What follows belongs to an exercise in optimizing a design on an open flow for small area, a short achievable clock period and few clock cycles per item; a production flow would make more cautious choices.
RTL that was checked went through simulation tests only; none was proved equivalent to the original.
The RTL of run 1 was laid out without a check of its function.
No activity file was given, so power comes from the tool's default toggle rates.

`design.v`:
```
`default_nettype none
package pix_pkg;
  localparam int pix_w = 8;
  localparam int grad_w = 11;
  localparam int mag_max = 255;
  localparam int kern_mid = 2;
  typedef logic [pix_w-1:0] pix_t;
  typedef struct packed {
    pix_t r;
    pix_t g;
    pix_t b;
  } rgb_t;
  typedef logic [9*pix_w-1:0] win_t;
  typedef struct packed {
    rgb_t rgb;
    pix_t grey;
    logic edge_mode;
  } dec_t;
  typedef struct packed {
    win_t win;
    rgb_t rgb;
    logic edge_mode;
  } win_beat_t;
  typedef struct packed {
    pix_t edge_val;
    rgb_t rgb;
    logic edge_mode;
  } res_t;
endpackage
`default_nettype wire
`default_nettype none
package frame_pkg;
  localparam int frame_cols = 32;
  localparam int frame_rows = 16;
  localparam int col_w = (frame_cols > 1) ? $clog2(frame_cols) : 1;
  localparam int row_w = (frame_rows > 1) ? $clog2(frame_rows) : 1;
endpackage
`default_nettype wire
`default_nettype none
module edge_top (
  input  logic       clk,
  input  logic       rst_n,
  input  logic       edge_en,
  input  logic       in_valid,
  input  logic       in_sof,
  input  logic [7:0] in_r,
  input  logic [7:0] in_g,
  input  logic [7:0] in_b,
  output logic       in_ready,
  output logic       out_valid,
  output logic       out_sof,
  output logic [7:0] out_r,
  output logic [7:0] out_g,
  output logic [7:0] out_b,
  input  logic       out_ready
);
  localparam int cols = frame_pkg::frame_cols;
  localparam int rows = frame_pkg::frame_rows;
  localparam int npix = cols * rows;
  localparam int depth = 2 * cols + 1;
  localparam int lag = cols + 2;
  localparam int hd_last = npix + lag - 1;
  logic        ir_v;
  logic        ir_sof;
  logic        ir_edge;
  logic [23:0] ir_d;       
  logic        fmode;      
  logic [9:0]  hd;
  logic        f_zero, f_last, f_valid, f_sof, f_left, f_right;
  logic        f_top, f_bot, f_ptop;
  localparam int ring = depth - 1;
  logic [7:0]        ch0;
  logic [8*ring-1:0] rg;
  logic [4:0]        rot;
  logic        cv;         
  logic        c_sof;
  logic        c_right;
  logic [9:0]  pt;         
  logic [9:0]  d1, d2, d3;         
  logic signed [8:0]  v1, vp;      
  logic signed [10:0] gsum;        
  logic        g_v;
  logic        g_sof;
  logic signed [10:0] gx;
  logic signed [10:0] gy;
  logic        s_v;
  logic        s_sof;
  logic [5:0]  s_lo;       
  logic [4:0]  s_hi;       
  logic        s_big;      
  logic        m_v;
  logic        m_sof;
  logic [7:0]  m_val;
  logic        skid_v;
  logic [24:0] skid_d;
  logic        in_ready_r;
  assign in_ready = in_ready_r;
  logic       in_mode;
  logic [8:0] rb_sum;
  assign in_mode = in_sof ? edge_en : fmode;
  assign rb_sum  = {1'b0, in_r} + {1'b0, in_b};
  logic adv;
  logic e_go;
  logic p_go;
  logic sh;
  logic al;
  logic p_v;
  logic out_en;
  logic busy;
  assign busy   = cv || g_v || s_v || m_v;
  assign adv    = !skid_v;
  assign al     = (rot == 5'd0) || f_zero;
  assign e_go   = adv && al && ir_v && ir_edge && (!hd[9] || f_last);
  assign p_go   = adv && ir_v && !ir_edge && f_zero && !busy;
  assign sh     = adv && al && (hd[9] || (ir_v && ir_edge));
  assign p_v    = (adv && m_v) || p_go;
  assign out_en = !out_valid || out_ready;
  logic ir_v_n;
  logic ir_edge_n;
  logic skid_v_n;
  logic out_v_n;
  logic tail_n;
  logic last_n;
  logic zero_n;
  logic busy_n;
  logic al_n;
  always_comb begin
    ir_v_n    = in_ready_r ? in_valid : ir_v;
    ir_edge_n = in_ready_r ? in_mode : ir_edge;
    if (out_en) begin
      out_v_n  = skid_v || p_v;
      skid_v_n = 1'b0;
    end else begin
      out_v_n  = 1'b1;
      skid_v_n = skid_v || p_v;
    end
    if (sh) begin
      tail_n = !f_last && (hd[9] || hd[8:0] == 9'h1ff);
      last_n = !f_last && (hd == 10'(hd_last - 1));
      zero_n = f_last && !e_go;
    end else begin
      tail_n = hd[9];
      last_n = f_last;
      zero_n = f_zero;
    end
    busy_n = adv ? ((sh && f_valid) || cv || g_v || s_v) : busy;
    al_n   = sh || (rot == 5'(cols - 1)) || zero_n;
  end
  always_ff @(posedge clk) begin
    if (!rst_n) begin
      ir_v       <= 1'b0;
      cv         <= 1'b0;
      g_v        <= 1'b0;
      s_v        <= 1'b0;
      m_v        <= 1'b0;
      out_valid  <= 1'b0;
      skid_v     <= 1'b0;
      in_ready_r <= 1'b1;
    end else begin
      ir_v       <= ir_v_n;
      if (adv) begin
        cv  <= sh && f_valid;
        g_v <= cv;
        s_v <= g_v;
        m_v <= s_v;
      end
      out_valid  <= out_v_n;
      skid_v     <= skid_v_n;
      in_ready_r <= !ir_v_n || (!skid_v_n && (ir_edge_n ? (al_n && (!tail_n || last_n))
                                                        : (zero_n && !busy_n)));
    end
  end
  always_ff @(posedge clk) begin
    if (!rst_n) begin
      hd     <= '0;
      f_zero <= 1'b1;
      f_last <= 1'b0;
    end else if (sh) begin
      hd     <= f_last ? {9'd0, e_go} : hd + 10'd1;
      f_zero <= f_last && !e_go;
      f_last <= !f_last && (hd == 10'(hd_last - 1));
    end
  end
  always_ff @(posedge clk) begin
    if (!rst_n) begin
      f_valid <= 1'b0;
      f_sof   <= 1'b0;
      f_left  <= 1'b0;
      f_right <= 1'b0;
      f_top   <= 1'b0;
      f_bot   <= 1'b0;
      f_ptop  <= 1'b0;
    end else if (sh) begin
      f_valid <= !f_last && (hd >= 10'(lag - 1));
      f_sof   <= !f_last && (hd == 10'(lag - 1));
      f_left  <= !f_last && (hd[4:0] == 5'((lag - 1) % cols));
      f_right <= f_last ? e_go : (hd[4:0] == 5'((lag - 2) % cols));
      f_top   <= f_ptop;
      f_bot   <= !f_last && (hd >= 10'(npix + lag - 2 - cols)) && (hd < 10'(npix + lag - 2));
      f_ptop  <= !f_last && (hd >= 10'(lag - 3)) && (hd < 10'(lag - 3 + cols));
    end
  end
  always_ff @(posedge clk) begin
    if (in_ready_r) begin
      ir_sof  <= in_sof;
      ir_edge <= in_mode;
      ir_d    <= {in_mode ? rb_sum[8:1] : in_r, in_g, in_b};
      if (in_valid && in_sof) begin
        fmode <= edge_en;
      end
    end
  end
  logic [8:0] grey_sum;
  logic [7:0] bot;
  logic [7:0] top;
  logic [7:0] nmid;
  logic [7:0] ntop;
  logic [7:0] tz;
  logic [7:0] bz;
  logic [7:0] ntz;
  assign grey_sum = {1'b0, ir_d[23:16]} + {1'b0, ir_d[15:8]};
  assign bot  = ch0;
  assign top  = rg[8*(2*cols-1) +: 8];
  assign nmid = rg[8*(cols-2) +: 8];
  assign ntop = rg[8*(2*cols-2) +: 8];
  assign tz   = f_top ? 8'h00 : top;
  assign bz   = f_bot ? 8'h00 : bot;
  assign ntz  = f_ptop ? 8'h00 : ntop;
  always_ff @(posedge clk) begin
    rot <= sh ? 5'd0 : rot + 5'd1;
    rg  <= {rg[8*(2*cols-1)-1:8*cols], sh ? rg[8*(cols-1) +: 8] : rg[8*(2*cols-1) +: 8],
            rg[8*(cols-1)-1:0],        sh ? ch0 : rg[8*(cols-1) +: 8]};
    if (sh) begin
      ch0     <= grey_sum[8:1];
      pt      <= {2'b00, ntz} + {1'b0, nmid, 1'b0};
      d1      <= pt + {2'b00, bz};
      d2      <= d1;
      d3      <= f_left ? 10'd0 : d2;
      v1      <= $signed({1'b0, bz}) - $signed({1'b0, tz});
      vp      <= f_right ? 9'sd0 : v1;
      gsum    <= 11'(vp) + (11'(v1) <<< 1);
      c_sof   <= f_sof;
      c_right <= f_right;
    end
  end
  always_ff @(posedge clk) begin
    if (adv) begin
      g_sof <= c_sof;
      gx    <= $signed({1'b0, c_right ? 10'd0 : d1}) - $signed({1'b0, d3});
      gy    <= gsum + (c_right ? 11'sd0 : 11'(v1));
    end
  end
  logic [9:0] ax;
  logic [9:0] ay;
  assign ax = gx[9:0] ^ {10{gx[10]}};
  assign ay = gy[9:0] ^ {10{gy[10]}};
  always_ff @(posedge clk) begin
    if (adv) begin
      s_sof <= g_sof;
      s_lo  <= {2'b00, ax[3:0]} + {2'b00, ay[3:0]} + {5'd0, gx[10]} + {5'd0, gy[10]};
      s_hi  <= {1'b0, ax[7:4]} + {1'b0, ay[7:4]};
      s_big <= (ax[9:8] != 2'b00) || (ay[9:8] != 2'b00);
    end
  end
  logic [5:0] m_top;
  assign m_top = {1'b0, s_hi} + {4'd0, s_lo[5:4]};
  always_ff @(posedge clk) begin
    if (adv) begin
      m_sof <= s_sof;
      m_val <= (s_big || m_top[5:4] != 2'b00) ? 8'hff : {m_top[3:0], s_lo[3:0]};
    end
  end
  logic [24:0] p_data;
  assign p_data = m_v ? {m_sof, m_val, m_val, m_val} : {ir_sof, ir_d};
  always_ff @(posedge clk) begin
    if (out_en) begin
      {out_sof, out_r, out_g, out_b} <= skid_v ? skid_d : p_data;
    end
    if (!skid_v) begin
      skid_d <= p_data;
    end
  end
endmodule
`default_nettype wire
```
`run.sh`:
```
#!/bin/bash
# synth_recipe.tcl (not shown) runs the flow's synth.tcl, then flattens the netlist and writes it again
# the make line also repeats each setting of config.mk as NAME=value (left out here)
make -C /OpenROAD-flow-scripts/flow DESIGN_CONFIG=/design/flow/config.mk WORK_HOME=/design/flow/orfs CLKGATE_MAP_FILE= SYNTH_SCRIPT=/design/flow/synth_recipe.tcl finish
```
`config.mk`:
```
export PLATFORM = sky130hd
export DESIGN_NAME = edge_top
export DESIGN_NICKNAME = edge_top
export VERILOG_FILES = /design/flow/design.v
export SDC_FILE = /design/flow/constraint.sdc
export NUM_CORES = 4
export LEC_CHECK = 0
export ABC_CLOCK_PERIOD_IN_PS = 1800
export CAP_MARGIN = 20
export CORE_MARGIN = 2
export CORE_UTILIZATION = 60
export CTS_BUF_LIST = sky130_fd_sc_hd__clkbuf_8
export CTS_CLUSTER_SIZE = 14
export SETUP_SLACK_MARGIN = 2.4
export SLEW_MARGIN = 20
```
`constraint.sdc`:
```
create_clock -name core_clock -period 4.5 [get_ports {clk}]
set_input_delay 0.9000 -clock core_clock [delete_from_list [all_inputs] [get_ports {clk}]]
set_output_delay 0.9000 -clock core_clock [all_outputs]
set_load 0.01 [all_outputs]
```
==> flow_metrics.py, run 1 <==
metrics = {
    "final_layout": {
        "layout-drive-gt1-share_pct": 19.86,
        "nNetsFinal": 1906,
        "area_growth_pct": 19.89,
    },
    "die": {
        "initial_utilization_pct": 60.82,
        "floorplan.rows": 70,
        "die_w_um": 196.6,
        "die_y_um": 196.6,
        "ios": 57,
        "fp.dieArea_um2": 38670,
        "core_um2": 36610,
    },
    "timing": {
        "rsz0062_at_grt": "yes",
        "final_hold_viol_count": 0,
        "maxSlewViolCount": 0,
        "period_needed_ns": 2.312,
        "setup_viol": 0,
        "tightest_slew_ns": 0.6830,
        "finalCritPeriodShare_pct": 51.38,
        "clock.fmax_mhz": 432.5,
        "setup_tns_ns": 0,
        "relSlewSlack_pct": 54.41,
        "finalClockSkew_ns": 0.03484,
    },
    "drt": {
        "firstDrtPassIters": 4,
        "drt-total-wl_um": 36020,
        "drtIter0Drc": 479,
        "antenna_left": 0,
        "routedWlPerCell_um": 15.41,
        "via_per_inst": 4.927,
        "route.detailed.drc": 0,
        "num_vias": 11520,
    },
    "worst_setup_path": {
        "crit_path_top_delay_cell": "edfxtp_1",
        "critPathLaunchType": "flip-flop",
        "startpoint": "c_right$_DFFE_PN_",
        "crit_buf_inv": 1,
        "worstReg2RegEnd": "gy[10]$_DFFE_PN_",
        "cpLargestDelayFamily": "simple AND/OR/NAND/NOR gates",
        "worstPathArrival_ns": 2.74,
        "r2r_setup_slack_ns": 2.19,
        "crit_fanout": 6,
        "cp_cell_sequence": "buf_6, nor2b_1, ha_1, or2_4, a21oi_2, a31oi_2, or4_1, and3_1",
        "end_kind": "flip-flop",
        "crit_cells": 8,
        "max_stage_delay_ns": 0.46,
        "worstSetupEndpoint": "gy[10]$_DFFE_PN_",
        "cp.required_ns": 4.92,
        "worst-setup-path-type": "reg -> reg",
        "r2r-start": "c_right$_DFFE_PN_",
        "worst-r2r-cell-count": 8,
    },
    "synth": {
        "yosysMostFrequentCell": "dfxtp_1",
        "syn-num-nets": 1704,
        "synth-async-reset-ratio_pct": 0,
        "ys_seq_area_share_pct": 74.85,
        "synth_enable_flop_cells": 175,
        "yosys_register_bits": 745,
        "ys_top_cells_by_count": "dfxtp_1, edfxtp_1, nand2_1",
        "avgSynthCellArea_um2": 14.13,
        "yosys-top-cells-area": "dfxtp_1, edfxtp_1, ha_1",
        "ys_types": 60,
        "synthCells": 1576,
        "yosysTopAreaCell": "dfxtp_1",
        "synth_warnings": 1,
        "synth_ff_type": "dfxtp_1",
        "synth_top_area_share_pct": 51.25,
        "syn-cell-area_um2": 22270,
    },
    "status": {
        "status": "complete, no violations",
    },
    "power_and_ir_drop": {
        "seqPwrFrac_pct": 52.8,
        "p_per_area_nw_per_um2": 531.2,
        "p_clk_share_pct": 38.7,
        "switching_share_pct": 23.04,
        "power_w": 0.01418,
        "cellLeakagePower_nw": 10.81,
        "p_int_w": 0.01091,
        "comb_power_share_pct": 8.5,
        "switchingPower_w": 0.003267,
        "ir_worst_vdd_uv": 483.1,
    },
    "clock_network": {
        "cts_tree": "done",
        "numCtsBuffers": 106,
        "max-clock-path-buffers": 3,
        "cts_max_level": 3,
        "cts.clk_slew.worst_paths_ns": 0.07,
        "clkLatencyLatePin_ns": 0.69,
        "cts_sinks": 745,
        "cts_hold_buf": 0,
        "cts_root_buffer": "clkbuf_8",
    },
    "placement": {
        "place.gp.congestion": 0.7985,
        "dp_hpwl_um": 22150,
        "io_buffers": 56,
    },
    "global_route": {
        "grt_usage_pct": 18.96,
        "antenna_found_initial": 0,
        "grt_max_degree": 59,
        "grt_pass1_vias": 11660,
        "grt_overflow": 0,
        "grt_pass1_wl_um": 57660,
    },
    "job": {
        "timing.max_cap.violations": 0,
    },
    "hold_path": {
        "hp-class": "reg -> reg",
    },
}
layout by cell type, fill, tap and decap left out, types with 14 or more instances in the layout:
cell and count:
dfxtp_1 563, nand2_1 115, clkbuf_8 128, nand3_1 14, nor3_1 18, clkdlybuf4s50_1 25, nor2_1 51, ha_4 15
o21a_1 14, nand2b_1 17, ha_1 64, mux2i_1 30, nor2b_1 62, buf_4 49, xnor2_1 48, inv_1 96
edfxtp_1 175, a21oi_1 26, xor2_1 25, buf_2 26, o21ai_0 42
repair_timing:
| action | CTS | global route |
|---|---|---|
| setup endpoints to repair | 171 | 114 |
| pin swaps | 24 | 48 |
| setup buffers | 32 | 20 |
| cloned | 0 | 2 |
| resized for setup | 169 | 83 |
power by group through the flow:
stage	sequential, W	combinational, W	clock (W)
finish	0.00748	0.00121	0.00548
global route	0.00752	0.00136	0.00594
CTS	0.00749	0.00113	0.00564
detailed placement	0.00764	0.00103	0
global placement	0.00763	0.00101	0
floorplan	0.00757	0.000754	0
state kept, by name, indices dropped and copies added, names as in the netlist, 5 cells and up:
signal  cells
skid_d     25
rot         5
gy         11
s_hi        5
out_b       8
d3         10
d2         10
hd         10
gx         11
gsum       11
ch0         8
s_lo        6
out_r       8
m_val       8
rg        512
ir_d       24
vp          9
v1          9
out_g       8
pt         10
d1         10
cell families (layout without fill, tap and decap cells):
group / count (synthesis) / count (layout) / share of synthesized area, %
muxes: 32 / 32 / 1.450
buffers and inverters: 93 / 385 / 1.635
AOI/OAI and AO/OA: 175 / 175 / 5.024
and+or+nand+nor: 358 / 358 / 8.215
adders and majority gates: 98 / 98 / 5.878
xor gates and xnor gates: 75 / 75 / 2.950
DFF: 745 / 745 / 74.85
other: 0 / 2 / 0
final cells by class:
| class | instances | area [um2] |
|---|---|---|
| diodes | 2 | 5.005 |
| clock buffers | 127 | 1748 |
| clock inverters | 71 | 551.8 |
| fillers | 2417 | 9915 |
| inverters | 68 | 274.0 |
| multi-input cells | 738 | 5862 |
| flip-flops and latches | 745 | 16680 |
| well taps | 468 | 585.6 |
| repair buffers | 118 | 980.9 |
| repair inverters | 1 | 8.758 |
metal layers:
layer | track usage (%) | share of wire, % | vias up
li1 | - | - | 5789
met1 | 25.89 | 48 | 5495
met2 | 29.39 | 47 | 172
met5 | 0 | 0 | -
met4 | 8.104 | 2.2 | 0
met3 | 4.415 | 3.7 | 64
per-stage QoR:
| step | instances | cell area, um2 | hold WS [ns] | utilization [%] | setup slack (ns) |
|---|---|---|---|---|---|
| global route | 2336 | 26690 | 0.3070 | 72.91 | 2.080 |
| global placement | 2083 | 23490 | 0.3096 | 64.15 | 1.653 |
| finish | 2338 | 26700 | 0.3122 | 72.92 | 2.188 |
| detailed placement | 2083 | 23490 | 0.3121 | 64.15 | 1.641 |
| floorplan | 1576 | 22410 | 0.3096 | - | 2.144 |
| CTS | 2313 | 26150 | 0.3037 | 71.42 | 2.166 |
worst reg2reg max path: stages, from the launching register on:
cell and delay (ns):
edfxtp_1 0.46, buf_6 0.17, nor2b_1 0.11, ha_1 0.26, or2_4 0.25, a21oi_2 0.15, a31oi_2 0.06, or4_1 0.41
and3_1 0.18
worst min-delay path by stage:
stage	startpoint	end	slack, ns	cells after the start
after global placement	rg[326]$_DFF_P_	rg[334]$_DFF_P_	0.31	0
final	rg[361]$_DFF_P_	rg[369]$_DFF_P_	0.31	0
after CTS	rg[47]$_DFF_P_	rg[55]$_DFF_P_	0.30	0
after floorplan	rg[92]$_DFF_P_	rg[100]$_DFF_P_	0.31	0
after global routing	rg[47]$_DFF_P_	rg[55]$_DFF_P_	0.31	0
after detailed placement	rg[120]$_DFF_P_	rg[128]$_DFF_P_	0.31	0
==> run 2: changes to the inputs <==
--- a/design.v
+++ b/design.v
@@ -67,14 +67,15 @@
   logic        fmode;      
   logic [9:0]  hd;
   logic        f_zero, f_last, f_valid, f_sof, f_left, f_right;
-  logic        f_top, f_bot, f_ptop;
+  logic        f_top, f_ptop;
   localparam int ring = depth - 1;
   logic [7:0]        ch0;
   logic [8*ring-1:0] rg;
   logic [4:0]        rot;
   logic        cv;         
   logic        c_sof;
-  logic        c_right;
+  logic        c_right;    
+  logic        c_right_y;  
   logic [9:0]  pt;         
   logic [9:0]  d1, d2, d3;         
   logic signed [8:0]  v1, vp;      
@@ -188,7 +189,6 @@
       f_left  <= 1'b0;
       f_right <= 1'b0;
       f_top   <= 1'b0;
-      f_bot   <= 1'b0;
       f_ptop  <= 1'b0;
     end else if (sh) begin
       f_valid <= !f_last && (hd >= 10'(lag - 1));
@@ -196,7 +196,6 @@
       f_left  <= !f_last && (hd[4:0] == 5'((lag - 1) % cols));
       f_right <= f_last ? e_go : (hd[4:0] == 5'((lag - 2) % cols));
       f_top   <= f_ptop;
-      f_bot   <= !f_last && (hd >= 10'(npix + lag - 2 - cols)) && (hd < 10'(npix + lag - 2));
       f_ptop  <= !f_last && (hd >= 10'(lag - 3)) && (hd < 10'(lag - 3 + cols));
     end
   end
@@ -216,7 +215,6 @@
   logic [7:0] nmid;
   logic [7:0] ntop;
   logic [7:0] tz;
-  logic [7:0] bz;
   logic [7:0] ntz;
   assign grey_sum = {1'b0, ir_d[23:16]} + {1'b0, ir_d[15:8]};
   assign bot  = ch0;
@@ -224,19 +222,18 @@
   assign nmid = rg[8*(cols-2) +: 8];
   assign ntop = rg[8*(2*cols-2) +: 8];
   assign tz   = f_top ? 8'h00 : top;
-  assign bz   = f_bot ? 8'h00 : bot;
   assign ntz  = f_ptop ? 8'h00 : ntop;
   always_ff @(posedge clk) begin
     rot <= sh ? 5'd0 : rot + 5'd1;
     rg  <= {rg[8*(2*cols-1)-1:8*cols], sh ? rg[8*(cols-1) +: 8] : rg[8*(2*cols-1) +: 8],
             rg[8*(cols-1)-1:0],        sh ? ch0 : rg[8*(cols-1) +: 8]};
     if (sh) begin
-      ch0     <= grey_sum[8:1];
+      ch0     <= (hd[9] && !f_last) ? 8'h00 : grey_sum[8:1];
       pt      <= {2'b00, ntz} + {1'b0, nmid, 1'b0};
-      d1      <= pt + {2'b00, bz};
+      d1      <= pt + {2'b00, bot};
       d2      <= d1;
       d3      <= f_left ? 10'd0 : d2;
-      v1      <= $signed({1'b0, bz}) - $signed({1'b0, tz});
+      v1      <= $signed({1'b0, bot}) - $signed({1'b0, tz});
       vp      <= f_right ? 9'sd0 : v1;
       gsum    <= 11'(vp) + (11'(v1) <<< 1);
       c_sof   <= f_sof;
@@ -244,10 +241,17 @@
     end
   end
   always_ff @(posedge clk) begin
+    if (!rst_n) begin
+      c_right_y <= 1'b0;
+    end else if (sh) begin
+      c_right_y <= f_right;
+    end
+  end
+  always_ff @(posedge clk) begin
     if (adv) begin
       g_sof <= c_sof;
       gx    <= $signed({1'b0, c_right ? 10'd0 : d1}) - $signed({1'b0, d3});
-      gy    <= gsum + (c_right ? 11'sd0 : 11'(v1));
+      gy    <= gsum + (c_right_y ? 11'sd0 : 11'(v1));
     end
   end
   logic [9:0] ax;
--- a/config.mk
+++ b/config.mk
@@ -5,7 +5,6 @@
 export SDC_FILE = /design/flow/constraint.sdc
 export NUM_CORES = 4
 export LEC_CHECK = 0
-export ABC_CLOCK_PERIOD_IN_PS = 1800
 export CAP_MARGIN = 20
 export CORE_MARGIN = 2
 export CORE_UTILIZATION = 60
==> run 2 against run 1 <==
First-iteration DRC count fell by 13%; hold slack improved by 0.0030 ns; still clean; critical path depth up 2; setup slack better by 0.030 ns; sequential share of layout area is 1.3 points higher; power shrank 1.1%; highest routed layer unchanged; non-clock buffer count fell by 7; largest cell class unchanged; clock-buffer cell count is 11 higher.
==> flow_metrics.py, run 2 <==
metrics = {
    "clock_network": {
        "cts.clk_slew.worst_paths_ns": 0.07,
        "max-clock-path-buffers": 3,
        "cts_root_buffer": "clkbuf_8",
        "numCtsBuffers": 105,
        "clkLatencyLatePin_ns": 0.67,
        "cts_sinks": 745,
        "cts_hold_buf": 0,
        "cts_max_level": 3,
        "cts_tree": "done",
    },
    "final_layout": {
        "layout-drive-gt1-share_pct": 18.60,
        "most-common-layout-cells": "dfxtp_1, edfxtp_1, clkbuf_8",
        "largest_reg_flops": 512,
        "area_growth_pct": 18.74,
        "largest_register": "rg",
        "antenna_cells": 0,
        "layout_commonest_cell": "dfxtp_1",
        "utilization_pct": 71.99,
        "nNetsFinal": 1874,
        "fillers": 2436,
        "top_regs": "rg: 512 flops, skid_d: 25 flops, ir_d: 24 flops",
    },
    "worst_setup_path": {
        "r2r-start": "v1[0]$_DFFE_PN_",
        "worstPathArrival_ns": 2.69,
        "critPathLaunchType": "flip-flop",
        "max_stage_delay_ns": 0.43,
        "end_kind": "flip-flop",
        "startpoint": "v1[0]$_DFFE_PN_",
        "r2r_setup_slack_ns": 2.22,
        "crit_buf_inv": 1,
        "worst-setup-path-type": "reg -> reg",
        "crit_path_top_delay_cell": "edfxtp_1",
        "cp.required_ns": 4.91,
        "cp_cell_sequence": "nor2b_4, ha_4, inv_2, fa_2, nor2b_1, o21a_1, o21ai_2, a21oi_2, or4_1, and3_1",
        "crit_fanout": 2,
        "cpLargestDelayFamily": "simple AND/OR/NAND/NOR gates",
    },
    "global_route": {
        "grt_overflow": 0,
        "grt_usage_pct": 18.10,
        "grt_pass1_vias": 11134,
        "grt_pass1_wl_um": 54350,
        "antenna_found_initial": 0,
        "grt_max_degree": 59,
    },
    "job": {
        "timing.max_cap.violations": 0,
    },
    "synth": {
        "synth-async-reset-ratio_pct": 0,
        "synth_warnings": 1,
        "syn-num-nets": 1680,
        "synth_enable_flop_cells": 175,
        "synth_ff_type": "dfxtp_1",
        "yosys_register_bits": 745,
        "ys_seq_area_share_pct": 75.63,
        "yosysTopAreaCell": "dfxtp_1",
        "yosys-top-cells-area": "dfxtp_1, edfxtp_1, ha_1",
        "ys_types": 57,
        "ys_top_cells_by_count": "dfxtp_1, edfxtp_1, nand2_1",
        "synth_top_area_share_pct": 51.78,
        "synthCells": 1552,
        "avgSynthCellArea_um2": 14.20,
        "yosysMostFrequentCell": "dfxtp_1",
        "syn-cell-area_um2": 22040,
    },
    "drt": {
        "num_vias": 11186,
        "route.detailed.drc": 0,
        "firstDrtPassIters": 4,
        "drtIter0Drc": 417,
        "antenna_left": 0,
        "routedWlPerCell_um": 14.92,
        "drt-total-wl_um": 34320,
        "via_per_inst": 4.861,
    },
    "power_and_ir_drop": {
        "p_per_area_nw_per_um2": 536.3,
        "ir_worst_vdd_uv": 474.6,
        "cellLeakagePower_nw": 10.69,
    },
    "timing": {
        "period_needed_ns": 2.282,
        "setup_tns_ns": 0,
        "finalClockSkew_ns": 0.03692,
        "maxSlewViolCount": 0,
        "relSlewSlack_pct": 49.57,
        "setup_viol": 0,
        "final_hold_viol_count": 0,
        "tightest_slew_ns": 0.7564,
        "clock.fmax_mhz": 438.3,
        "rsz0062_at_grt": "yes",
        "finalCritPeriodShare_pct": 50.70,
    },
    "die": {
        "ios": 57,
        "fp.dieArea_um2": 38280,
        "die_y_um": 195.6,
        "floorplan.rows": 70,
        "die_w_um": 195.6,
        "core_um2": 36350,
        "initial_utilization_pct": 60.63,
    },
    "hold_path": {
        "hp-class": "reg -> reg",
        "worstHoldStart": "rg[453]$_DFF_P_",
    },
    "placement": {
        "place.gp.congestion": 0.8170,
        "io_buffers": 56,
        "dp_hpwl_um": 20980,
    },
    "status": {
        "status": "complete, no violations",
    },
}
run 2: cell types whose count changed after synthesis, sizes merged, moves of 6 or more:
cell	delta
nor2	+8
a21o	+6
o21ai	+8
nor2b	-19
nand3	-8
o31ai	-7
xor2	+10
xnor2	-6
run 2: cell type report:
cell class | instances | area, um2 | area share [%]
Sequential cell | 745 | 16680 | 63.76
Multi-Input combinational cell | 711 | 5360 | 20.49
Clock buffer | 138 | 1899 | 7.259
Timing Repair Buffer | 111 | 915.9 | 3.500
Tap cell | 468 | 585.6 | 2.238
Clock inverter | 56 | 412.9 | 1.578
Inverter | 71 | 296.5 | 1.133
Timing Repair inverter | 1 | 11.26 | 0.04304
run 2: final timing paths:
| kind | endpoint | cells after the start |
|---|---|---|
| setup / recovery | gy[10]$_DFFE_PN_ | 10 |
| hold / removal | rg[461]$_DFF_P_ | 0 |
| hold reg to reg | rg[461]$_DFF_P_ | 0 |
| setup reg to reg | gy[10]$_DFFE_PN_ | 10 |
run 2: timing repair:
action / 4_1_cts / 5_1_grt
setup buffers: 23 / 23
pin swaps: 27 / 51
gates cloned: 0 / 3
gates resized for setup: 168 / 49
endpoints found under the setup margin: 173 / 142
run 2: cell families (layout without fill, tap and decap cells):
logic type               count (synthesis)  in the layout  synth area share (%)
XOR/XNOR                                79             79                 3.140
multiplexers                            32             32                 1.482
flip-flops                             745            745                 75.63
AO/OA/AOI/OAI                          171            171                 4.701
buffers and inverters                   96            377                 1.720
adder cells (fa/ha/maj)                 98             98                 5.939
AND/OR/NAND/NOR                        331            331                 7.387
run 2: layer usage:
layer,GRT usage (%),wire (um),vias up
met5,0,0,-
met4,7.577,780,0
met3,3.955,1141,53
met2,28.88,16130,167
met1,24.19,16270,5316
li1,-,-,5650
run 2: per-stage QoR:
| stage | hold slack, ns | worst slack (ns) | instance area (um2) | total power [W] | instances |
|---|---|---|---|---|---|
| final | 0.3152 | 2.218 | 26170 | 0.01403 | 2301 |
| after floorplan | 0.3096 | 2.207 | 22180 | 0.008299 | 1552 |
| after CTS | 0.3148 | 2.180 | 25760 | 0.01415 | 2275 |
| after global routing | 0.3208 | 2.112 | 26170 | 0.01466 | 2301 |
| after global placement | 0.3095 | 1.585 | 23240 | 0.008600 | 2058 |
| after detailed placement | 0.3121 | 1.531 | 23240 | 0.008627 | 2058 |
run 2: report_power, final:
part / switching [W] / internal (W)
registers: 0.000182 / 0.00729
clock network: 0.00242 / 0.00302
logic: 0.000572 / 0.000546
Testbench counts of run 2, summed over its fixed seeds: cycles 34,199, pixels 32,768.
==> run 3: changes to the inputs <==
--- a/config.mk
+++ b/config.mk
@@ -8,7 +8,7 @@
 export CAP_MARGIN = 20
 export CORE_MARGIN = 2
 export CORE_UTILIZATION = 60
-export CTS_BUF_LIST = sky130_fd_sc_hd__clkbuf_8
-export CTS_CLUSTER_SIZE = 14
+export CTS_CLUSTER_DIAMETER = 80
+export CTS_CLUSTER_SIZE = 24
 export SETUP_SLACK_MARGIN = 2.4
 export SLEW_MARGIN = 20
==> run 3 against run 2 <==
Still clean on timing, DRC and antenna; clock skew down 0.014 ns; synthesized area unchanged; first-iteration DRC count up 8.4%.
==> flow_metrics.py, run 3 <==
metrics = {
    "status": {
        "status": "complete, no violations",
    },
    "clock_network": {
        "cts_tree": "done",
        "cts_root_buffer": "clkbuf_16",
        "cts_sinks": 745,
        "cts_max_level": 2,
        "cts.clk_slew.worst_paths_ns": 0.10,
        "clkLatencyLatePin_ns": 0.58,
        "numCtsBuffers": 39,
        "max-clock-path-buffers": 3,
    },
    "worst_setup_path": {
        "end_kind": "flip-flop",
        "startpoint": "v1[0]$_DFFE_PN_",
        "r2r-start": "v1[0]$_DFFE_PN_",
        "critPathLaunchType": "flip-flop",
        "worstPathArrival_ns": 2.62,
        "crit_fanout": 2,
        "cp.required_ns": 4.83,
        "worst-setup-path-type": "reg -> reg",
    },
    "final_layout": {
        "largest_register": "rg",
        "nNetsFinal": 1815,
        "stdcell_area_um2": 25100,
        "most-common-layout-cells": "dfxtp_1, edfxtp_1, nand2_1",
        "layout-drive-gt1-share_pct": 14.01,
        "top_regs": "rg: 512 flops, skid_d: 25 flops, ir_d: 24 flops",
        "antenna_cells": 0,
        "layout_commonest_cell": "dfxtp_1",
        "area_growth_pct": 13.92,
        "largest_reg_flops": 512,
    },
    "synth": {
        "synth_compound_area_share_pct": 4.701,
        "synth-simple-area-share_pct": 7.387,
        "syn-cell-area_um2": 22040,
        "synthAdderAreaFrac_pct": 5.939,
        "ys_top_cells_by_count": "dfxtp_1, edfxtp_1, nand2_1",
        "yosys_register_bits": 745,
        "synthCells": 1552,
        "synth_enable_flop_cells": 175,
        "synth_warnings": 1,
        "ys_seq_area_share_pct": 75.63,
        "synth-xor-area-share_pct": 3.140,
        "synth_top_family_by_area": "simple AND/OR/NAND/NOR gates",
        "synthMuxAreaShare_pct": 1.482,
        "yosysTopAreaCell": "dfxtp_1",
        "synth-async-reset-ratio_pct": 0,
        "yosysMostFrequentCell": "dfxtp_1",
        "ys_types": 57,
        "synth_ff_type": "dfxtp_1",
        "avgSynthCellArea_um2": 14.20,
        "synth_top_area_share_pct": 51.78,
        "syn-num-nets": 1680,
        "yosys-top-cells-area": "dfxtp_1, edfxtp_1, ha_1",
    },
    "drt": {
        "route.detailed.drc": 0,
        "wl_met3_um": 1265,
        "routedWlPerCell_um": 15.41,
        "antenna_left": 0,
        "drt-total-wl_um": 33500,
        "firstDrtPassIters": 4,
        "routed.top_layer": "met4",
        "drtIter0Drc": 452,
        "m1WireLength_um": 16260,
        "wl_met2_um": 15460,
        "num_vias": 10744,
        "via_per_inst": 4.942,
    },
    "hold_path": {
        "worstHoldStart": "rg[490]$_DFF_P_",
        "hp-class": "reg -> reg",
    },
    "timing": {
        "rsz0062_at_grt": "yes",
        "tightest_slew_ns": 0.7715,
        "setup_viol": 0,
        "clock.fmax_mhz": 437.2,
        "period_needed_ns": 2.287,
        "setup_tns_ns": 0,
        "finalClockSkew_ns": 0.02265,
        "relSlewSlack_pct": 48.57,
        "maxSlewViolCount": 0,
        "final_hold_viol_count": 0,
        "finalCritPeriodShare_pct": 50.82,
    },
    "power_and_ir_drop": {
        "p_clk_share_pct": 30.2,
        "comb_power_share_pct": 9.2,
        "switching_share_pct": 22.49,
        "seqPwrFrac_pct": 60.5,
        "p_int_w": 0.009552,
        "ir_worst_vdd_uv": 414.8,
        "switchingPower_w": 0.002772,
        "p_per_area_nw_per_um2": 490.9,
        "power_w": 0.01232,
        "cellLeakagePower_nw": 9.968,
    },
    "global_route": {
        "grt_max_degree": 59,
        "grt_overflow": 0,
        "grt_pass1_vias": 10399,
        "grt_pass1_wl_um": 52590,
        "grt_usage_pct": 17.46,
        "antenna_found_initial": 1,
    },
    "die": {
        "core_um2": 36350,
        "floorplan.rows": 70,
        "fp.dieArea_um2": 38280,
        "ios": 57,
        "die_w_um": 195.6,
        "initial_utilization_pct": 60.63,
        "die_y_um": 195.6,
    },
    "placement": {
        "dp_hpwl_um": 20980,
        "io_buffers": 56,
        "place_area_um2": 23240,
        "place.gp.congestion": 0.8170,
    },
    "job": {
        "timing.max_cap.violations": 0,
    },
}
## run 3: cell counts after synthesis
No cell type changed its count.
## run 3: final timing paths
path,slack (ns),cells past startpoint,end
setup / recovery,2.21,10,gy[10]$_DFFE_PN_
hold / removal,0.31,0,rg[498]$_DFF_P_
setup reg to reg,2.21,10,gy[10]$_DFFE_PN_
hold reg to reg,0.31,0,rg[498]$_DFF_P_
## run 3: cell type report
| cell class | instances | area (um2) |
|---|---|---|
| Sequential cell | 745 | 16680 |
| Fill cell | 2525 | 11240 |
| Multi-Input combinational cell | 711 | 5396 |
| Clock buffer | 50 | 1060 |
| Timing Repair Buffer | 118 | 960.9 |
| Tap cell | 468 | 585.6 |
| Inverter | 71 | 296.5 |
| Clock inverter | 10 | 111.4 |
| Timing Repair inverter | 1 | 11.26 |
## run 3: logic make-up (layout without fill, tap and decap cells)
kind of cell	count (synthesis)	count (layout)
XOR/XNOR	79	79
AND/OR/NAND/NOR	331	331
adder cells (fa/ha/maj)	98	98
flip-flops	745	745
AO/OA/AOI/OAI	171	171
multiplexers	32	32
buffers and inverters	96	250
## run 3: repair_timing
action                                 CTS  global route
endpoints found under the hold margin    0             0
hold buffers                             0             0
pin swaps                               25            47
setup buffers                           24            29
setup endpoints to repair              172           121
gates resized for setup                169            52
gates cloned                             0             3
## run 3: power groups by stage
stage / sequential [W] / combinational [W] / clock (W)
global route: 0.00750 / 0.00127 / 0.00410
CTS: 0.00747 / 0.00105 / 0.00385
global placement: 0.00762 / 0.000981 / 0
finish: 0.00746 / 0.00113 / 0.00373
detailed placement: 0.00763 / 0.000999 / 0
floorplan: 0.00756 / 0.000743 / 0
## run 3: critical path, stage by stage (launching register included)
cell,delay (ns)
edfxtp_1,0.44
nor2b_4,0.16
ha_4,0.15
inv_2,0.05
fa_2,0.20
nor2b_1,0.05
o21a_1,0.19
o21ai_2,0.15
a21oi_2,0.09
or4_1,0.40
and3_1,0.17
## run 3: routing by layer
| metal | vias to the layer above | track usage, % |
|---|---|---|
| met5 | - | 0 |
| li1 | 5476 | - |
| met1 | 5109 | 24.39 |
| met2 | 122 | 27.99 |
| met4 | 0 | 4.100 |
| met3 | 37 | 4.059 |
## run 3: through the flow
step	worst slack (ns)	cells	utilization [%]	hold WS, ns
after CTS	2.215	2142	67.85	0.3142
after floorplan	2.207	1552	-	0.3096
after detailed placement	1.531	2058	63.93	0.3121
after global routing	2.116	2174	69.06	0.3199
after global placement	1.585	2058	63.93	0.3095
final	2.213	2174	69.06	0.3141
==> run 4: changes to the inputs <==
--- a/config.mk
+++ b/config.mk
@@ -5,6 +5,7 @@
 export SDC_FILE = /design/flow/constraint.sdc
 export NUM_CORES = 4
 export LEC_CHECK = 0
+export ABC_AREA = 1
 export CAP_MARGIN = 20
 export CORE_MARGIN = 2
 export CORE_UTILIZATION = 60
==> run 4 against run 3 <==
Power shrank 0.13%; hold slack improved by 0.0049 ns; critical path depth rose by 1; clock skew down 0.0035 ns; still clean on timing, DRC and antenna; via count grew 5.1%; register-to-register slack better by 0.21 ns; sequential share of layout area is 1.1 points higher.
==> flow_metrics.py, run 4 <==
metrics = {
    "status": {
        "status": "complete, no violations",
    },
    "final_layout": {
        "most-common-layout-cells": "dfxtp_1, nand2_1, edfxtp_1",
        "top_regs": "rg: 512 flops, skid_d: 25 flops, ir_d: 24 flops",
        "layout-drive-gt1-share_pct": 8.785,
        "fillers": 2651,
        "antenna_cells": 0,
        "layout_commonest_cell": "dfxtp_1",
        "largest_register": "rg",
        "largest_reg_flops": 512,
        "nNetsFinal": 1956,
        "area_growth_pct": 11.20,
    },
    "synth": {
        "yosysTopAreaCell": "dfxtp_1",
        "synthCells": 1728,
        "syn-num-nets": 1856,
        "yosys-top-cells-area": "dfxtp_1, edfxtp_1, ha_1",
        "ys_seq_area_share_pct": 75.07,
        "synth_ff_type": "dfxtp_1",
        "yosysMostFrequentCell": "dfxtp_1",
        "avgSynthCellArea_um2": 12.85,
        "ys_top_cells_by_count": "dfxtp_1, nand2_1, edfxtp_1",
        "synth-async-reset-ratio_pct": 0,
        "synth_top_area_share_pct": 51.40,
        "synth_warnings": 1,
        "ys_types": 42,
        "yosys_register_bits": 745,
        "syn-cell-area_um2": 22200,
        "synth_enable_flop_cells": 175,
    },
    "drt": {
        "routedWlPerCell_um": 14.88,
        "drtIter0Drc": 513,
        "num_vias": 11293,
        "via_per_inst": 4.885,
        "antenna_left": 0,
        "route.detailed.drc": 0,
        "drt-total-wl_um": 34390,
        "firstDrtPassIters": 5,
    },
    "placement": {
        "dp_hpwl_um": 22410,
        "place.gp.congestion": 0.7903,
        "io_buffers": 56,
    },
    "clock_network": {
        "cts_sinks": 745,
        "cts_tree": "done",
        "cts_max_level": 2,
        "cts.clk_slew.worst_paths_ns": 0.09,
        "max-clock-path-buffers": 3,
        "numCtsBuffers": 39,
        "clkLatencyLatePin_ns": 0.58,
        "cts_root_buffer": "clkbuf_16",
    },
    "worst_setup_path": {
        "crit_path_top_delay_cell": "edfxtp_1",
        "crit_buf_inv": 2,
        "crit_fanout": 3,
        "worstPathArrival_ns": 2.41,
        "r2r-start": "c_right$_DFFE_PN_",
        "critPathLaunchType": "flip-flop",
        "worstSetupEndpoint": "gx[8]$_DFFE_PN_",
        "crit_cells": 11,
        "cp.required_ns": 4.83,
        "cp_cell_sequence": "buf_6, inv_4, nand2_4, ha_4, fa_2, nand3b_1, nand3_2, a21oi_2, nor2_1, nor2_1, xnor2_1",
        "max_stage_delay_ns": 0.42,
        "startpoint": "c_right$_DFFE_PN_",
        "end_kind": "flip-flop",
        "crit_top_cell": "nor2_1",
        "worst-r2r-cell-count": 11,
        "r2r_setup_slack_ns": 2.42,
        "worstReg2RegEnd": "gx[8]$_DFFE_PN_",
        "worst-setup-path-type": "reg -> reg",
        "cpLargestDelayFamily": "simple AND/OR/NAND/NOR gates",
    },
    "global_route": {
        "grt_max_degree": 56,
        "grt.busiest_layer": "met2",
        "grtUsageMet2_pct": 29.59,
        "grt_pass1_vias": 11007,
        "grt_usage_pct": 18.15,
        "antenna_found_initial": 0,
        "grt_use_met1_pct": 24.91,
        "globalRouteMet3Util_pct": 2.841,
        "grt_overflow": 0,
        "grt_pass1_wl_um": 55120,
    },
    "timing": {
        "setup_tns_ns": 0,
        "clock.fmax_mhz": 481.0,
        "finalClockSkew_ns": 0.01916,
        "relSlewSlack_pct": 56.60,
        "hold_ws_ns": 0.3190,
        "rsz0062_at_grt": "yes",
        "setup_viol": 0,
        "final_hold_viol_count": 0,
        "tightest_slew_ns": 0.6487,
        "finalCritPeriodShare_pct": 46.20,
        "maxSlewViolCount": 0,
        "period_needed_ns": 2.079,
    },
    "die": {
        "die_y_um": 196.4,
        "die_w_um": 196.4,
        "initial_utilization_pct": 60.79,
        "ios": 57,
        "floorplan.rows": 70,
        "core_um2": 36520,
        "fp.dieArea_um2": 38560,
    },
    "job": {
        "timing.max_cap.violations": 0,
    },
    "hold_path": {
        "hp-class": "reg -> reg",
    },
    "power_and_ir_drop": {
        "ir_worst_vdd_uv": 464.8,
        "cellLeakagePower_nw": 10.42,
        "p_per_area_nw_per_um2": 498.5,
    },
}
## run 4: changes by cell type after synthesis, sizes merged, moves of 30 or more
cell   change
a21oi     +40
nand2    +146
inv       +97
nand3     +43
mux2i     -30
nor2      +38
nor2b     -60
## run 4: final cells by class
cell class	count	area (um2)	share of cell area, %
repair buffers	81	641.9	2.600
multi-input cells	794	5004	20.27
inverters	167	661.9	2.681
clock buffers	48	1010	4.090
flip-flops and latches	745	16670	67.53
well taps	468	585.6	2.372
clock inverters	9	113.9	0.4612
## run 4: kinds of logic after synthesis
group / after synthesis / share of synthesized area (%)
buffers and inverters: 189 / 3.336
AO/OA/AOI/OAI: 167 / 4.215
AND/OR/NAND/NOR: 455 / 8.566
XOR/XNOR: 74 / 2.919
flip-flops: 745 / 75.07
adder cells (fa/ha/maj): 98 / 5.895
## run 4: metrics by stage
step           instance area [um2]  setup WS [ns]  util (%)  instances  total power (W)
2_1_floorplan                22270          2.347         -       1728         0.008346
3_3_place_gp                 23330          1.531     63.89       2236         0.008670
3_5_place_dp                 23330          1.528     63.89       2236         0.008702
4_1_cts                      24500          2.392     67.07       2307          0.01238
5_1_grt                      24690          2.310     67.60       2312          0.01283
6_report                     24690          2.421     67.60       2312          0.01231
## run 4: worst min path at each step
stage / endpoint / depth (start not counted) / start
floorplan: rg[100]$_DFF_P_ / 0 / rg[92]$_DFF_P_
global placement: rg[138]$_DFF_P_ / 0 / rg[130]$_DFF_P_
detailed placement: rg[162]$_DFF_P_ / 0 / rg[154]$_DFF_P_
CTS: rg[246]$_DFF_P_ / 0 / rg[238]$_DFF_P_
global route: rg[246]$_DFF_P_ / 0 / rg[238]$_DFF_P_
finish: rg[493]$_DFF_P_ / 0 / rg[485]$_DFF_P_
## run 4: repair_timing
item                       in CTS  in global routing
hold buffers                    0                  0
resized for setup             125                 47
buffers inserted               14                  5
setup endpoints to repair     152                 76
pin swaps                       7                 14
gates cloned                    0                  0
## run 4: metal layers
| metal | share of wire (%) | wire length (um) |
|---|---|---|
| met1 | 47 | 16310 |
| met2 | 46 | 15950 |
| met3 | 3.8 | 1301 |
| met4 | 2.4 | 830 |
| met5 | 0 | 0 |
## run 4: power breakdown
part | switching [W] | total (W) | internal (W)
registers | 0.000164 | 0.00747 | 0.00731
logic | 0.000647 | 0.00115 | 0.000504
clock network | 0.00204 | 0.00368 | 0.00165
total | 0.00285 | 0.0123 | 0.00946
==> run 5: changes to the inputs <==
--- a/config.mk
+++ b/config.mk
@@ -8,7 +8,7 @@
 export ABC_AREA = 1
 export CAP_MARGIN = 20
 export CORE_MARGIN = 2
-export CORE_UTILIZATION = 60
+export CORE_UTILIZATION = 70
 export CTS_CLUSTER_DIAMETER = 80
 export CTS_CLUSTER_SIZE = 24
 export SETUP_SLACK_MARGIN = 2.4
==> run 5 against run 4 <==
Die area shrank 14%; largest cell class unchanged; critical endpoint is now s_lo[4]$_DFFE_PN_; sequential share of layout area shrank 0.23 points; utilization grew 11 points; critical path type unchanged; largest power group unchanged; routed wire length grew 15%; sequential power is essentially flat; clock power shrank 4%; combinational power grew 4%.
==> flow_metrics.py, run 5 <==
metrics = {
    "synth": {
        "ys_types": 42,
        "synth_enable_flop_cells": 175,
        "syn-num-nets": 1856,
        "avgSynthCellArea_um2": 12.85,
        "syn-cell-area_um2": 22200,
        "synth_ff_type": "dfxtp_1",
        "ys_top_cells_by_count": "dfxtp_1, nand2_1, edfxtp_1",
        "yosys-top-cells-area": "dfxtp_1, edfxtp_1, ha_1",
        "yosysMostFrequentCell": "dfxtp_1",
        "synth-async-reset-ratio_pct": 0,
        "synthCells": 1728,
        "yosysTopAreaCell": "dfxtp_1",
        "yosys_register_bits": 745,
        "synth_warnings": 1,
        "ys_seq_area_share_pct": 75.07,
        "synth_top_area_share_pct": 51.40,
    },
    "worst_setup_path": {
        "worst-r2r-cell-count": 8,
        "max_stage_delay_ns": 0.48,
        "cp.required_ns": 4.80,
        "critPathLaunchType": "flip-flop",
        "worstPathArrival_ns": 2.39,
        "cp_cell_sequence": "buf_4, buf_4, xor2_1, ha_1, inv_1, fa_2, o21ai_2, xor2_1",
        "crit_fanout": 4,
        "end_kind": "flip-flop",
        "crit_path_top_delay_cell": "edfxtp_1",
        "worst-setup-path-type": "reg -> reg",
    },
    "final_layout": {
        "most-common-layout-cells": "dfxtp_1, nand2_1, edfxtp_1",
        "layout-drive-gt1-share_pct": 9.534,
        "area_growth_pct": 11.60,
        "largest_register": "rg",
        "stdcell_area_um2": 24780,
        "largest_reg_flops": 512,
        "fillers": 1721,
        "fin_cells": 2248,
        "multi_input_area_um2": 5130,
        "layout_commonest_cell": "dfxtp_1",
        "seqCellArea_um2": 16670,
        "antenna_cells": 0,
        "nNetsFinal": 1960,
        "top_regs": "rg: 512 flops, skid_d: 25 flops, ir_d: 24 flops",
    },
    "timing": {
        "finalClockSkew_ns": 0.02301,
        "period_needed_ns": 2.095,
        "setup_slack_ns": 2.405,
        "setup_tns_ns": 0,
        "tightest_slew_ns": 0.6393,
        "finalCritPeriodShare_pct": 46.55,
        "final_hold_viol_count": 0,
        "rsz0062_at_grt": "yes",
        "maxSlewViolCount": 0,
        "setup_viol": 0,
        "relSlewSlack_pct": 57.22,
        "clock.fmax_mhz": 477.4,
    },
    "drt": {
        "firstDrtPassIters": 5,
        "antenna_left": 0,
        "num_vias": 11790,
        "drt-total-wl_um": 39480,
        "route.detailed.drc": 0,
        "routedWlPerCell_um": 17.56,
        "via_per_inst": 5.245,
        "drtIter0Drc": 729,
    },
    "hold_path": {
        "hp-class": "reg -> reg",
        "hold_depth": 0,
    },
    "placement": {
        "io_buffers": 56,
        "dp_hpwl_um": 23530,
        "post-place-ws_ns": 1.559,
        "place.gp.congestion": 0.8686,
        "place_area_um2": 23240,
        "dp_cells": 2168,
    },
    "die": {
        "fp.dieArea_um2": 33160,
        "core_um2": 31390,
        "initial_utilization_pct": 70.72,
        "die_w_um": 182.1,
        "ios": 57,
        "die_y_um": 182.1,
        "floorplan.rows": 65,
    },
    "clock_network": {
        "clkLatencyLatePin_ns": 0.56,
        "max-clock-path-buffers": 3,
        "cts_root_buffer": "clkbuf_16",
        "cts_hold_buf": 0,
        "cts_sinks": 745,
        "numCtsBuffers": 37,
        "cts_tree": "done",
        "cts_max_level": 2,
        "cts.clk_slew.worst_paths_ns": 0.10,
    },
    "global_route": {
        "grt_max_degree": 96,
        "grt_usage_pct": 24.16,
        "antenna_found_initial": 0,
        "grt_pass1_vias": 12023,
        "grt_pass1_wl_um": 62630,
        "grt_overflow": 0,
    },
    "job": {
        "timing.max_cap.violations": 0,
    },
    "power_and_ir_drop": {
        "ir_worst_vdd_uv": 582.6,
        "p_per_area_nw_per_um2": 494.4,
        "cellLeakagePower_nw": 10.44,
    },
    "status": {
        "status": "complete, no violations",
    },
}
-- run 5: final cells by class --
cell class / instances / share of cell area (%)
repair buffers: 87 / 3.146
flip-flops and latches: 745 / 67.30
clock buffers: 49 / 3.919
well taps: 402 / 2.030
clock inverters: 4 / 0.2979
inverters: 167 / 2.606
multi-input cells: 794 / 20.70
-- run 5: repair_timing --
action,CTS,global route
setup endpoints to repair,144,148
pin swaps,12,18
hold endpoints to repair,0,0
resized for setup,83,86
setup buffers,18,9
-- run 5: critical path: cells and delay by family (launching register included) --
family | cells | cell delay [ns]
adders and majority gates | 2 | 0.55
DFF | 1 | 0.48
buffers and inverters | 3 | 0.41
xor gates and xnor gates | 2 | 0.27
AOI/OAI and AO/OA | 1 | 0.14
-- run 5: worst paths after layout --
| path | startpoint | end | slack (ns) |
|---|---|---|---|
| hold reg to reg | rg[221]$_DFF_P_ | rg[229]$_DFF_P_ | 0.33 |
| setup reg to reg | gx[10]$_DFFE_PN_ | s_lo[4]$_DFFE_PN_ | 2.41 |
| hold / removal | rg[221]$_DFF_P_ | rg[229]$_DFF_P_ | 0.33 |
| setup / recovery | gx[10]$_DFFE_PN_ | s_lo[4]$_DFFE_PN_ | 2.41 |
-- run 5: per-stage QoR --
stage                     hold slack [ns]  total power (W)  utilization, %
final                              0.3254          0.01225           78.92
after global routing               0.3334          0.01273           78.92
after CTS                          0.3276          0.01222           78.04
after detailed placement           0.3121         0.008691           74.02
after global placement             0.3095         0.008643           74.02
after floorplan                    0.3096         0.008346               -
-- run 5: report_power, final --
group	internal, W	total (W)	switching (W)
Sequential	0.00731	0.00749	0.000184
Combinational	0.000536	0.00120	0.000666
Clock	0.00155	0.00355	0.00200
Total	0.00940	0.0122	0.00285
-- run 5: kinds of logic (layout without fill, tap and decap cells) --
family,count (synthesis),in the layout,synth area share (%)
buf+inv,189,307,3.336
fa+ha+maj,98,98,5.895
simple gates,455,455,8.566
flops,745,745,75.07
xor+xnor,74,74,2.919
compound gates,167,167,4.215
-- run 5: routing by layer --
| metal | wire length (um) | global-route usage [%] | up-vias |
|---|---|---|---|
| li1 | - | - | 5814 |
| met1 | 17120 | 31.72 | 5625 |
| met2 | 19620 | 41.83 | 278 |
| met3 | 1520 | 3.273 | 73 |
| met4 | 1219 | 8.258 | 0 |
| met5 | 0 | 0 | - |
==> run 6: changes to the inputs <==
==> config.mk (replaced) <==
export PLATFORM = sky130hd
export DESIGN_NAME = edge_top
export DESIGN_NICKNAME = edge_top
export VERILOG_FILES = /design/flow/design.v
export SDC_FILE = /design/flow/constraint.sdc
export NUM_CORES = 4
export LEC_CHECK = 0
export CAP_MARGIN = 20
export CORE_MARGIN = 2
export CORE_UTILIZATION = 60
export SETUP_SLACK_MARGIN = 2.4
export SLEW_MARGIN = 20
==> run 6 against run 5 <==
Still clean on timing, DRC and antenna; hold slack got worse by 0.0093 ns; non-clock buffer count increased by 19; fmax is 7.1% lower; critical path type unchanged.
==> flow_metrics.py, run 6 <==
metrics = {
    "status": {
        "status": "complete, no violations",
    },
    "clock_network": {
        "cts_root_buffer": "clkbuf_16",
        "numCtsBuffers": 71,
        "cts.clk_slew.worst_paths_ns": 0.06,
        "cts_hold_buf": 0,
        "cts_sinks": 745,
        "cts_max_level": 3,
        "max-clock-path-buffers": 3,
        "cts_tree": "done",
        "clkLatencyLatePin_ns": 0.59,
    },
    "global_route": {
        "grt.busiest_layer": "met2",
        "grt_pass1_vias": 11010,
        "grt_max_degree": 59,
        "globalRouteMet3Util_pct": 3.437,
        "grt_overflow": 0,
        "grt_pass1_wl_um": 55900,
        "antenna_found_initial": 0,
        "grtUsageMet2_pct": 30.82,
        "grt_use_met1_pct": 24.96,
        "grt_usage_pct": 18.75,
    },
    "timing": {
        "finalCritPeriodShare_pct": 50.13,
        "relSlewSlack_pct": 47.80,
        "clock.fmax_mhz": 443.3,
        "final_hold_viol_count": 0,
        "finalClockSkew_ns": 0.02237,
        "tightest_slew_ns": 0.7830,
        "rsz0062_at_grt": "yes",
        "maxSlewViolCount": 0,
        "period_needed_ns": 2.256,
        "setup_viol": 0,
        "setup_tns_ns": 0,
    },
    "final_layout": {
        "most-common-layout-cells": "dfxtp_1, edfxtp_1, nand2_1",
        "antenna_cells": 0,
        "stdcell_area_um2": 26270,
        "largest_register": "rg",
        "top_regs": "rg: 512 flops, skid_d: 25 flops, ir_d: 24 flops",
        "area_growth_pct": 19.21,
        "layout-drive-gt1-share_pct": 16.70,
        "nNetsFinal": 1835,
        "utilization_pct": 72.27,
        "fillers": 2364,
        "layout_commonest_cell": "dfxtp_1",
        "largest_reg_flops": 512,
    },
    "synth": {
        "syn-cell-area_um2": 22040,
        "synth-xor-area-share_pct": 3.140,
        "ys_types": 57,
        "yosysTopAreaCell": "dfxtp_1",
        "yosysMostFrequentCell": "dfxtp_1",
        "yosys_register_bits": 745,
        "synth_warnings": 1,
        "ys_seq_area_share_pct": 75.63,
        "synthMuxAreaShare_pct": 1.482,
        "synthCells": 1552,
        "ys_top_cells_by_count": "dfxtp_1, edfxtp_1, nand2_1",
        "synthAdderAreaFrac_pct": 5.939,
        "synth-simple-area-share_pct": 7.387,
        "avgSynthCellArea_um2": 14.20,
        "synth_ff_type": "dfxtp_1",
        "synth_compound_area_share_pct": 4.701,
        "synth_top_family_by_area": "simple AND/OR/NAND/NOR gates",
        "synth_top_area_share_pct": 51.78,
        "synth-async-reset-ratio_pct": 0,
        "synth_enable_flop_cells": 175,
        "syn-num-nets": 1680,
        "yosys-top-cells-area": "dfxtp_1, edfxtp_1, ha_1",
    },
    "power_and_ir_drop": {
        "switchingPower_w": 0.003230,
        "switching_share_pct": 22.13,
        "ir_worst_vdd_uv": 522.5,
        "comb_power_share_pct": 7.6,
        "cellLeakagePower_nw": 10.54,
        "p_per_area_nw_per_um2": 555.7,
        "p_clk_share_pct": 41.1,
        "seqPwrFrac_pct": 51.2,
        "p_int_w": 0.01137,
    },
    "worst_setup_path": {
        "end_kind": "flip-flop",
        "cp.required_ns": 4.83,
        "crit_fanout": 2,
        "worst-setup-path-type": "reg -> reg",
        "critPathLaunchType": "flip-flop",
        "worstPathArrival_ns": 2.59,
    },
    "die": {
        "core_um2": 36350,
        "die_w_um": 195.6,
        "die_y_um": 195.6,
        "ios": 57,
        "fp.dieArea_um2": 38280,
        "initial_utilization_pct": 60.63,
        "floorplan.rows": 70,
    },
    "placement": {
        "io_buffers": 56,
        "place.gp.congestion": 0.8170,
        "place_area_um2": 23240,
        "dp_hpwl_um": 20980,
    },
    "job": {
        "timing.max_cap.violations": 0,
    },
    "drt": {
        "num_vias": 10991,
        "via_per_inst": 4.920,
        "drtIter0Drc": 412,
        "route.detailed.drc": 0,
        "routedWlPerCell_um": 15.87,
        "drt-total-wl_um": 35450,
        "firstDrtPassIters": 4,
        "antenna_left": 0,
    },
    "hold_path": {
        "hp-class": "reg -> reg",
    },
}
[run 6: cell count changes in the layout (fill, tap and decap cells not counted), moves of 39 or more]
cell | before | now
a21oi_1 | 69 | 30
clkbuf_16 | 37 | 79
inv_1 | 158 | 60
nand2_1 | 257 | 120
nand3_1 | 48 | 7
nor2b_1 | 0 | 53
[run 6: metal layers]
metal  part of all wire, %  vias up
met5                     0        -
li1                      -     5557
met2                    48      157
met1                    46     5210
met3                   3.4       67
met4                   2.7        0
[run 6: through the flow]
step	worst slack [ns]	total power (W)	hold slack [ns]	std cells
global placement	1.585	0.008600	0.3095	2058
finish	2.244	0.01460	0.3161	2234
global route	2.146	0.01518	0.3205	2234
detailed placement	1.531	0.008627	0.3121	2058
floorplan	2.207	0.008299	0.3096	1552
CTS	2.210	0.01471	0.3162	2213
[run 6: power groups by stage]
stage / registers [W] / logic (W) / clock network (W)
2_1_floorplan: 0.00756 / 0.000743 / 0
3_3_place_gp: 0.00762 / 0.000981 / 0
3_5_place_dp: 0.00763 / 0.000999 / 0
4_1_cts: 0.00748 / 0.00105 / 0.00617
5_1_grt: 0.00751 / 0.00126 / 0.00642
6_report: 0.00748 / 0.00111 / 0.00600
[run 6: what timing repair did]
| item | CTS | global route |
|---|---|---|
| endpoints found under the setup margin | 172 | 117 |
| pin swaps | 28 | 46 |
| cloned | 0 | 3 |
| gates resized for setup | 167 | 49 |
| endpoints found under the hold margin | 0 | 0 |
| buffers inserted | 23 | 18 |
[run 6: cell families (layout without fill, tap and decap cells)]
kind of cell,Yosys count,after routing
mux,32,32
fa+ha+maj,98,98
flops,745,745
simple gates,331,331
xor+xnor,79,79
buf+inv,96,310
compound gates,171,171
[run 6: worst paths after layout]
path	cells past startpoint	from	end	slack [ns]
hold / removal	0	rg[304]$_DFF_P_	rg[312]$_DFF_P_	0.32
hold reg to reg	0	rg[304]$_DFF_P_	rg[312]$_DFF_P_	0.32
setup reg to reg	10	v1[0]$_DFFE_PN_	gy[10]$_DFFE_PN_	2.24
setup / recovery	10	v1[0]$_DFFE_PN_	gy[10]$_DFFE_PN_	2.24
[run 6: layout make-up]
class | instances | area (um2) | area share (%)
tap | 468 | 585.6 | 2.229
timing repair buffer | 106 | 872.1 | 3.320
timing repair inverter | 1 | 11.26 | 0.04287
clock inverter | 33 | 349.1 | 1.329
sequential | 745 | 16680 | 63.50
clock buffer | 99 | 2090 | 7.954
multi-input combinational | 711 | 5384 | 20.50
inverter | 71 | 296.5 | 1.129
[run 6: critical path: stages (launching register included)]
cell	delay, ns
edfxtp_1	0.42
nor2b_4	0.16
ha_4	0.15
inv_2	0.05
fa_2	0.20
nor2b_1	0.05
o21a_1	0.18
o21ai_2	0.16
a21oi_2	0.08
or4_1	0.39
and3_1	0.17
==> run 7: changes to the inputs <==
--- a/config.mk
+++ b/config.mk
@@ -8,5 +8,7 @@
 export CAP_MARGIN = 20
 export CORE_MARGIN = 2
 export CORE_UTILIZATION = 60
+export CTS_CLUSTER_DIAMETER = 100
+export CTS_CLUSTER_SIZE = 32
 export SETUP_SLACK_MARGIN = 2.4
 export SLEW_MARGIN = 20
==> run 7 against run 6 <==
Still clean on timing, DRC and antenna; synthesized area unchanged; clock-buffer cell count fell by 61; sequential power hardly changed; hold slack improved by 0.00077 ns; synthesized cell count stayed put; critical endpoint unchanged.
==> flow_metrics.py, run 7 <==
metrics = {
    "timing": {
        "clock.fmax_mhz": 436.1,
        "setup_slack_ns": 2.207,
        "hold_ws_ns": 0.3169,
        "relSlewSlack_pct": 48.77,
        "maxSlewViolCount": 0,
        "final_hold_viol_count": 0,
        "rsz0062_at_grt": "yes",
        "tightest_slew_ns": 0.7685,
        "setup_viol": 0,
        "finalClockSkew_ns": 0.01891,
        "finalCritPeriodShare_pct": 50.95,
        "period_needed_ns": 2.293,
        "setup_tns_ns": 0,
    },
    "clock_network": {
        "max-clock-path-buffers": 3,
        "cts_root_buffer": "clkbuf_16",
        "cts_max_level": 1,
        "cts_sinks": 745,
        "cts.clk_slew.worst_paths_ns": 0.12,
        "cts_tree": "done",
        "cts_hold_buf": 0,
        "numCtsBuffers": 27,
        "clkLatencyLatePin_ns": 0.61,
    },
    "placement": {
        "place.gp.congestion": 0.8170,
        "dp_hpwl_um": 20980,
        "post-place-ws_ns": 1.531,
        "dp_cells": 2058,
        "io_buffers": 56,
    },
    "final_layout": {
        "nNetsFinal": 1786,
        "fillers": 2600,
        "seqCellArea_um2": 16680,
        "fin_cells": 2139,
        "layout_commonest_cell": "dfxtp_1",
        "area_growth_pct": 11.16,
        "most-common-layout-cells": "dfxtp_1, edfxtp_1, nand2_1",
        "largest_register": "rg",
        "multi_input_area_um2": 5359,
        "layout-drive-gt1-share_pct": 11.80,
        "top_regs": "rg: 512 flops, skid_d: 25 flops, ir_d: 24 flops",
        "largest_reg_flops": 512,
    },
    "worst_setup_path": {
        "cp.required_ns": 4.87,
        "worst-setup-path-type": "reg -> reg",
        "end_kind": "flip-flop",
        "critPathLaunchType": "flip-flop",
        "worstPathArrival_ns": 2.66,
        "crit_fanout": 2,
    },
    "synth": {
        "ys_types": 57,
        "yosysMostFrequentCell": "dfxtp_1",
        "avgSynthCellArea_um2": 14.20,
        "synth_warnings": 1,
        "synth_ff_type": "dfxtp_1",
        "syn-num-nets": 1680,
        "synthCells": 1552,
        "ys_top_cells_by_count": "dfxtp_1, edfxtp_1, nand2_1",
        "syn-cell-area_um2": 22040,
        "yosys-top-cells-area": "dfxtp_1, edfxtp_1, ha_1",
        "yosysTopAreaCell": "dfxtp_1",
        "synth-async-reset-ratio_pct": 0,
        "synth_top_area_share_pct": 51.78,
        "yosys_register_bits": 745,
        "synth_enable_flop_cells": 175,
        "ys_seq_area_share_pct": 75.63,
    },
    "drt": {
        "drt-total-wl_um": 32460,
        "routedWlPerCell_um": 15.18,
        "antenna_left": 0,
        "drtIter0Drc": 419,
        "firstDrtPassIters": 5,
        "num_vias": 10543,
        "via_per_inst": 4.929,
        "route.detailed.drc": 0,
    },
    "die": {
        "initial_utilization_pct": 60.63,
        "ios": 57,
        "die_y_um": 195.6,
        "core_um2": 36350,
        "floorplan.rows": 70,
        "die_w_um": 195.6,
        "fp.dieArea_um2": 38280,
    },
    "global_route": {
        "grt_pass1_wl_um": 51520,
        "grt_overflow": 0,
        "antenna_found_initial": 0,
        "grt_pass1_vias": 10216,
        "grt_usage_pct": 16.85,
        "grt_max_degree": 59,
    },
    "power_and_ir_drop": {
        "ir_worst_vdd_uv": 416.1,
        "cellLeakagePower_nw": 9.656,
        "p_per_area_nw_per_um2": 471.1,
    },
    "status": {
        "status": "complete, no violations",
    },
    "hold_path": {
        "hp-class": "reg -> reg",
    },
    "job": {
        "timing.max_cap.violations": 0,
    },
}
[run 7: repair_timing]
item	in CTS	in global routing
setup endpoints to repair	173	130
endpoints found under the hold margin	0	0
pin swaps	25	45
gates resized for setup	167	49
buffers inserted	24	14
gates cloned	0	1
[run 7: per-stage QoR]
stage / total power (W) / utilization, % / cell area (um2)
final: 0.01154 / 67.39 / 24490
after global routing: 0.01205 / 67.38 / 24490
after CTS: 0.01160 / 66.58 / 24200
after detailed placement: 0.008627 / 63.93 / 23240
after global placement: 0.008600 / 63.93 / 23240
after floorplan: 0.008299 / - / 22180
[run 7: layer usage]
| metal | global-route usage [%] | wire [um] | up-vias | share of wire, % |
|---|---|---|---|---|
| li1 | - | - | 5399 | - |
| met1 | 23.95 | 15970 | 5018 | 49 |
| met2 | 28.10 | 15080 | 94 | 46 |
| met3 | 2.418 | 847 | 32 | 2.6 |
| met4 | 3.082 | 563 | 0 | 1.7 |
| met5 | 0 | 0 | - | 0 |
[run 7: worst paths after layout]
check / slack (ns) / from / endpoint / cells after the start
setup / recovery: 2.21 / v1[0]$_DFFE_PN_ / gy[10]$_DFFE_PN_ / 10
hold / removal: 0.32 / rg[16]$_DFF_P_ / rg[24]$_DFF_P_ / 0
setup reg to reg: 2.21 / v1[0]$_DFFE_PN_ / gy[10]$_DFFE_PN_ / 10
hold reg to reg: 0.32 / rg[16]$_DFF_P_ / rg[24]$_DFF_P_ / 0
[run 7: logic make-up (layout without fill, tap and decap cells)]
family	after synthesis	after routing	synth area share [%]
fa+ha+maj	98	98	5.939
xor+xnor	79	79	3.140
flops	745	745	75.63
other cells	0	1	0
compound gates	171	171	4.701
buf+inv	96	214	1.720
simple gates	331	331	7.387
mux	32	32	1.482
[run 7: cell type report]
| class | count | area share [%] |
|---|---|---|
| clock inverters | 3 | 0.1839 |
| inverters | 71 | 1.154 |
| repair buffers | 102 | 3.356 |
| multi-input cells | 711 | 21.88 |
| flip-flops and latches | 745 | 68.10 |
| diodes | 1 | 0.01022 |
| clock buffers | 38 | 2.927 |
| well taps | 468 | 2.391 |
[run 7: power breakdown]
group	total (W)	internal, W	switching [W]
clock	0.00298	0.00115	0.00183
combinational	0.00110	0.000536	0.000562
sequential	0.00746	0.00728	0.000180
total	0.0115	0.00897	0.00257
[run 7: worst max-delay path: stages, from the launching register on]
cell	delay [ns]
edfxtp_1	0.45
nor2b_4	0.16
ha_4	0.15
inv_2	0.05
fa_2	0.20
nor2b_1	0.05
o21a_1	0.19
o21ai_2	0.15
a21oi_2	0.09
or4_1	0.41
and3_1	0.17

[static timing again, ports no longer ideal]
In the flow no input, the clock included, has a driving cell. The finished layouts below were timed again as built, in two steps. Step 1 assumes that a clkbuf_16 drives the clock port and a buf_2 every other input. Step 2, shift: input delay + t, output delay - t, t = (earliest + latest rising clock arrival at the registers) / 2. This alone moves slack from input paths to output paths. Slacks: no drivers / after step 1 / after step 2; pairs: no drivers / after step 1.
run | shift t [ns] | slack for setup (ns)
run 1 | 0.723 | 2.188 / 2.188 / 1.744
run 2 | 0.703 | 2.218 / 2.218 / 1.763
run 3 | 0.617 | 2.213 / 2.213 / 1.846
run 4 | 0.623 | 2.421 / 2.398 / 1.878
run 5 | 0.601 | 2.405 / 2.389 / 1.912
run 6 | 0.633 | 2.244 / 2.244 / 1.843
run 7 | 0.641 | 2.207 / 2.207 / 1.841
After both steps setup and hold are still met in every run listed.
